This design comes from an exercise in tuning for small area on the open sky130 flow, not from production work. The RTL was checked by simulation tests, not by an equivalence proof against the original design. Power is estimated from default activity; no workload was simulated.

==> flow/design.v (excerpt) <==
module l2_gan_param_loader (
    input  logic                 clk,
    input  logic                 rst,
    input  logic                 start,
    input  logic [WIDTH-1:0]     in_data,
    input  logic                 in_valid,
    output logic                 in_ready,
    output logic                 busy,
    output logic                 params_valid,
    output logic [6:0]           word_cnt,
    output logic                 cksum_err,
    output logic [255:0]         L1_w,
    output logic [63:0]          L1_b,
    output logic [127:0]         L2_w,
    output logic [31:0]          L2_b,
    output logic [31:0]          L3_w,
    output logic [15:0]          L3_b,
    output logic [15:0]          L4_w,
    output logic [15:0]          L4_b,
    output logic [15:0]          L5_w,
    output logic [15:0]          L5_b,
    output logic [31:0]          L6_w,
    output logic [31:0]          L6_b,
    output logic [127:0]         L7_w,
    output logic [63:0]          L7_b,
    output logic [255:0]         L8_w,
    output logic [63:0]          L8_b
);
==> flow/config.mk <==
export PLATFORM = sky130hd
export DESIGN_NAME = l2_gan_param_loader
export DESIGN_NICKNAME = l2_gan_param_loader
export VERILOG_FILES = /design/flow/design.v
export SDC_FILE = /design/flow/constraint.sdc
export NUM_CORES = 4
export LEC_CHECK = 0
export CAP_MARGIN = 20
export CORE_AREA = 5 5 255 255
export DIE_AREA = 0 0 260 260
export SLEW_MARGIN = 20
==> flow/constraint.sdc <==
create_clock -name core_clock -period 5.0 [get_ports {clk}]
set_input_delay 1.0000 -clock core_clock [delete_from_list [all_inputs] [get_ports {clk}]]
set_output_delay 1.0000 -clock core_clock [all_outputs]
set_load 0.01 [all_outputs]
standard.sh (not shown) runs the stock make flow with config.mk's settings and CLKGATE_MAP_FILE= SYNTH_SCRIPT=/design/flow/synth_recipe.tcl, a recipe that flattens the netlist after the stock synthesis.
==> flow/flow/run.sh <==
#!/bin/bash
# Standard layout, except: the port buffers are the smallest buffer cell, the
# pins may sit one track apart (so a smaller die fits them), and the clock tree
# uses small leaf clock buffers under a strong root, without dummy loads.
set -e
export BUFFER_PORTS_ARGS="-buffer_cell sky130_fd_sc_hd__buf_1"
export PLACE_PINS_ARGS="-min_distance 1 -min_distance_in_tracks"
export CTS_ARGS="-sink_clustering_enable -repair_clock_nets -sink_clustering_size 24 -sink_clustering_max_diameter 45 -buf_list {sky130_fd_sc_hd__clkbuf_8 sky130_fd_sc_hd__clkbuf_16} -root_buf sky130_fd_sc_hd__clkbuf_16 -sink_clustering_buffer sky130_fd_sc_hd__clkbuf_8 -dont_use_dummy_load"
bash standard.sh > standard.log 2>&1
Then changed:
==> flow/flow/run.sh (replaced) <==
#!/bin/bash
# Standard layout, except: the port buffers are the smallest buffer cell, the
# pins may sit one track apart (so a smaller die fits them), and the clock tree
# uses small leaf clock buffers under a strong root, without dummy loads.
set -e
export BUFFER_PORTS_ARGS="-buffer_cell sky130_fd_sc_hd__buf_1"
export PLACE_PINS_ARGS="-min_distance 1 -min_distance_in_tracks"
export CTS_ARGS="-sink_clustering_enable -repair_clock_nets -sink_clustering_size 6 -sink_clustering_max_diameter 25 -buf_list {sky130_fd_sc_hd__clkbuf_4 sky130_fd_sc_hd__clkbuf_8} -root_buf sky130_fd_sc_hd__clkbuf_16 -sink_clustering_buffer sky130_fd_sc_hd__clkbuf_2 -dont_use_dummy_load"
bash standard.sh > standard.log 2>&1
After rerunning: Non-clock buffer count does not change; clock power is higher by 18%; synthesized cell count does not change; routed wire length is higher by 2.3%; area after synthesis does not change; design area is higher by 1.2%; worst setup slack improved by 0.063 ns; via count is higher by 4.5%; hold slack got worse by 0.14 ns.
Then changed:
==> flow/flow/run.sh (replaced) <==
#!/bin/bash
# Standard layout, except: the port buffers are the smallest buffer cell, the
# pins may sit one track apart (so a smaller die fits them), and the clock tree
# uses small leaf clock buffers under a strong root, without dummy loads.
set -e
export BUFFER_PORTS_ARGS="-buffer_cell sky130_fd_sc_hd__buf_1"
export PLACE_PINS_ARGS="-min_distance 1 -min_distance_in_tracks"
export CTS_ARGS="-sink_clustering_enable -repair_clock_nets -sink_clustering_size 10 -sink_clustering_max_diameter 35 -buf_list {sky130_fd_sc_hd__clkbuf_4 sky130_fd_sc_hd__clkbuf_8} -root_buf sky130_fd_sc_hd__clkbuf_16 -sink_clustering_buffer sky130_fd_sc_hd__clkbuf_4 -dont_use_dummy_load"
bash standard.sh > standard.log 2>&1
The changed run finished clean.
Die area does not change.
Global-route usage decreases by 0.35 points.
Wire length decreases by 1.4%.
Register-to-register slack is about the same.
Synthesized area stays the same.
Via count decreases by about 3.2%.
Clock-buffer cell count decreases by 124.
Worst hold slack improves by 0.093 ns.

== JK ==
l2_gan_param_loader, a different RTL version from the one above (not shown whole).
For scale: roughly 1400 cells after synthesis, ~1200 flip-flops, ~1200 I/O pins, about 0.037 mm2 of cells after synthesis.
Design l2_gan_param_loader, start of the top module:
module l2_gan_param_loader (
    input  logic                 clk,
    input  logic                 rst,
    input  logic                 start,
    input  logic [WIDTH-1:0]     in_data,
    input  logic                 in_valid,
    output logic                 in_ready,
    output logic                 busy,
    output logic                 params_valid,
    output logic [6:0]           word_cnt,
    output logic                 cksum_err,
    output logic [255:0]         L1_w,
    output logic [63:0]          L1_b,
    output logic [127:0]         L2_w,
    output logic [31:0]          L2_b,
    output logic [31:0]          L3_w,
    output logic [15:0]          L3_b,
    output logic [15:0]          L4_w,
    output logic [15:0]          L4_b,
    output logic [15:0]          L5_w,
    output logic [15:0]          L5_b,
    output logic [31:0]          L6_w,
    output logic [31:0]          L6_b,
    output logic [127:0]         L7_w,
    output logic [63:0]          L7_b,
    output logic [255:0]         L8_w,
    output logic [63:0]          L8_b
);
export LEC_CHECK = 0
export CAP_MARGIN = 20
export CORE_AREA = 5 5 445 445
export DIE_AREA = 0 0 450 450
export SLEW_MARGIN = 20
create_clock -name core_clock -period 5.0 [get_ports {clk}]
==> flow/flow/run.sh <==
#!/bin/bash
# Standard layout, except that the port buffers are the smallest buffer cell
# and the clock tree uses small clock buffers without dummy loads.
set -e
export BUFFER_PORTS_ARGS="-buffer_cell sky130_fd_sc_hd__buf_1"
export CTS_ARGS="-sink_clustering_enable -repair_clock_nets -sink_clustering_size 24 -sink_clustering_max_diameter 50 -buf_list sky130_fd_sc_hd__clkbuf_8 -dont_use_dummy_load"
bash standard.sh > standard.log 2>&1
What MS does differently from JK at the input level:
==> flow/run.sh (new file) <==
#!/bin/bash
# synth_recipe.tcl (not shown) runs the flow's synth.tcl, then flattens the netlist and writes it again
# the make line also repeats each setting of config.mk as NAME=value (left out here)
make -C /OpenROAD-flow-scripts/flow DESIGN_CONFIG=/design/flow/config.mk WORK_HOME=/design/flow/orfs CLKGATE_MAP_FILE= SYNTH_SCRIPT=/design/flow/synth_recipe.tcl finish
removed: flow/flow/run.sh
removed: flow/standard.sh
==> run summary <==
Between JK and MS, the flow reports non-clock buffer count increasing slightly.
From JK to MS the numbers moved as follows: minimum period implied by the final worst setup slack moved up, pre-CTS setup slack fell 0.17 ns.
On floorplan core area, MS and JK are basically level.
Every run (MS and JK) finished clean.
MS and JK ended up with roughly the same max-capacitance violation count.

l2_gan_param_loader, a different RTL version from the one above (not shown whole).
Size in the first run: about 1300 cells after synthesis, ~1200 flip-flops, about 0.036 mm^2 of cells after synthesis.
clock: 5.0 ns
lec_check: 0
cap_margin: 20
core_area: 5 5 235 235
die_area: 0 0 240 240
slew_margin: 20
==> flow/flow/run.sh <==
#!/bin/bash
# Standard layout, except: the port buffers are the smallest buffer cell, the
# pins may sit one track apart (so a smaller die fits them), and the clock tree
# uses small leaf clock buffers under a strong root, without dummy loads.
set -e
export BUFFER_PORTS_ARGS="-buffer_cell sky130_fd_sc_hd__buf_1"
export PLACE_PINS_ARGS="-min_distance 1 -min_distance_in_tracks"
export CTS_ARGS="-sink_clustering_enable -repair_clock_nets -sink_clustering_size 10 -sink_clustering_max_diameter 35 -buf_list sky130_fd_sc_hd__clkbuf_4 -root_buf sky130_fd_sc_hd__clkbuf_16 -sink_clustering_buffer sky130_fd_sc_hd__clkbuf_4 -dont_use_dummy_load"
bash standard.sh > standard.log 2>&1
The baseline completed with no timing, DRC or antenna violations.
Then changed:
==> flow/flow/run.sh (replaced) <==
#!/bin/bash
# Standard layout, except: the port buffers are the smallest buffer cell, the
# pins may sit one track apart (so a smaller die fits them), and the clock tree
# uses small leaf clock buffers under a strong root, without dummy loads.
set -e
export BUFFER_PORTS_ARGS="-buffer_cell sky130_fd_sc_hd__buf_1"
export PLACE_PINS_ARGS="-min_distance 1 -min_distance_in_tracks"
export CTS_ARGS="-sink_clustering_enable -repair_clock_nets -sink_clustering_size 10 -sink_clustering_max_diameter 35 -buf_list {sky130_fd_sc_hd__clkbuf_4 sky130_fd_sc_hd__clkbuf_8} -root_buf sky130_fd_sc_hd__clkbuf_16 -sink_clustering_buffer sky130_fd_sc_hd__clkbuf_4 -dont_use_dummy_load"
bash standard.sh > standard.log 2>&1
After rerunning: The changed run finished clean. Worst hold slack improved by 0.045 ns. Core utilization came out higher by 0.16 points. Total power rose by 1.0%. Area after synthesis is unchanged. Routed wire length stays flat. First-iteration DRC count rose by 5.0%. Design area is about the same. Sequential cell count stays the same. Global-route usage barely changes. Die area is unchanged.
Then changed:
CORE_AREA = 5 5 255 255   (was 5 5 235 235)
DIE_AREA = 0 0 260 260   (was 0 0 240 240)
What happened:
- total power came out higher by 0.45%
- via count falls by 2.4%
- global-route usage falls by 5.9 points
- clock-buffer cell count is higher by 7
- wire length decreases by 2.1%
- first-iteration DRC count is lower by 6.6%
- die area is higher by 17%
Then changed:
==> flow/flow/run.sh (replaced) <==
#!/bin/bash
# Standard layout, except: the port buffers are the smallest buffer cell, the
# pins may sit one track apart (so a smaller die fits them), and the clock tree
# uses small leaf clock buffers under a strong root, without dummy loads.
set -e
export BUFFER_PORTS_ARGS="-buffer_cell sky130_fd_sc_hd__buf_1"
export PLACE_PINS_ARGS="-min_distance 1 -min_distance_in_tracks"
export CTS_ARGS="-sink_clustering_enable -repair_clock_nets -sink_clustering_size 10 -sink_clustering_max_diameter 35 -buf_list sky130_fd_sc_hd__clkbuf_4 -root_buf sky130_fd_sc_hd__clkbuf_16 -sink_clustering_buffer sky130_fd_sc_hd__clkbuf_4 -dont_use_dummy_load"
bash standard.sh > standard.log 2>&1
CAP_MARGIN = 5   (was 20)
CORE_AREA = 5 5 235 235   (was 5 5 255 255)
DIE_AREA = 0 0 240 240   (was 0 0 260 260)
SLEW_MARGIN = 5   (was 20)
What happened:
- The new run went through all stages and came out clean
- clock-buffer cell count decreases by 7
- worst setup slack improves by 0.23 ns
- wire length increases slightly
- non-clock buffer count decreases by 2
- total power decreases slightly
- worst hold slack degrades by 0.088 ns
- via count increases by a few percent
- clock power decreases by a few percent
Then changed:
CAP_MARGIN = 20   (was 5)
CORE_AREA = 5 5 255 255   (was 5 5 235 235)
DIE_AREA = 0 0 260 260   (was 0 0 240 240)
SLEW_MARGIN = 20   (was 5)
Final cell count climbs by 4.6%.
Core utilization drops by 12 points.
Sequential share of layout area fell by 0.49 points.
Then changed:
==> flow/flow/run.sh (replaced) <==
#!/bin/bash
# Standard layout, except: the port buffers are the smallest buffer cell, the
# pins may sit one track apart (so a smaller die fits them), and the clock tree
# uses small leaf clock buffers under a strong root, without dummy loads.
set -e
export BUFFER_PORTS_ARGS="-buffer_cell sky130_fd_sc_hd__buf_1"
export PLACE_PINS_ARGS="-min_distance 1 -min_distance_in_tracks"
export CTS_ARGS="-sink_clustering_enable -repair_clock_nets -sink_clustering_size 16 -sink_clustering_max_diameter 25 -buf_list sky130_fd_sc_hd__clkbuf_4 -root_buf sky130_fd_sc_hd__clkbuf_16 -sink_clustering_buffer sky130_fd_sc_hd__clkbuf_4 -dont_use_dummy_load"
bash standard.sh > standard.log 2>&1
CORE_AREA = 5 5 235 235   (was 5 5 255 255)
DIE_AREA = 0 0 240 240   (was 0 0 260 260)
The new run passed the timing, DRC and antenna checks. Flip-flop and latch count does not change. Routed wire length came out higher by 2.3%. Die area falls by about 15%. Setup slack improves by 0.20 ns. Final cell count goes down by about 3.2%.

==> separate check: timing with driven ports <==
No port has a modelled driver above. Below, the same layouts with a new extraction and two added sets of constraints.
Step 1: set_driving_cell puts a clkbuf_16 on clk and a buf_2 on each other input, an assumption about the parent block.
Step 2 moves the port delays by t, midway between the first and last clock arrival at a register: inputs arrive t later, outputs are due t later. That takes back most of the time a late clock gives input paths.
Three values: ideal, step 1, step 2; two values: the first two.
| run | t (ns) | slack for setup (ns) | hold WS [ns] | worst slew at a driven data input, ns |
|---|---|---|---|---|
| the first run of note 1 | 0.663 | 1.915 / 1.934 / 1.271 | 0.324 / 0.320 / 0.414 | 0.10 |
| the second run of note 1 | 0.757 | 1.978 / 1.917 / 1.248 | 0.189 / 0.183 / 0.398 | 0.10 |
| the third run of note 1 | 0.675 | 1.936 / 1.955 / 1.280 | 0.282 / 0.272 / 0.411 | 0.11 |
| JK | 0.841 | 1.937 / 1.937 / 1.278 | 0.388 / 0.388 / 0.388 | 0.05 |
| MS | 0.799 | 1.899 / 1.887 / 1.119 | 0.430 / 0.430 / 0.430 | 0.08 |
| the first run of note 3 | 0.748 | 1.017 / 1.017 / 0.307 | 0.222 / 0.211 / 0.405 | 0.08 |
| the second run of note 3 | 0.700 | 0.991 / 1.010 / 0.310 | 0.267 / 0.247 / 0.409 | 0.08 |
| the third run of note 3 | 0.675 | 0.791 / 0.798 / 0.122 | 0.310 / 0.295 / 0.417 | 0.08 |
| the fourth run of note 3 | 0.748 | 1.017 / 1.017 / 0.307 | 0.222 / 0.211 / 0.405 | 0.08 |
| the fifth run of note 3 | 0.720 | 0.829 / 0.836 / 0.117 | 0.278 / 0.263 / 0.390 | 0.07 |
| the sixth run of note 3 | 0.751 | 1.025 / 1.025 / 0.316 | 0.209 / 0.194 / 0.392 | 0.09 |
After both steps every run listed still meets setup and hold. For MS, which loses most, drivers alone change the setup slack by -0.012 ns; drivers and shift together by -0.780 ns.
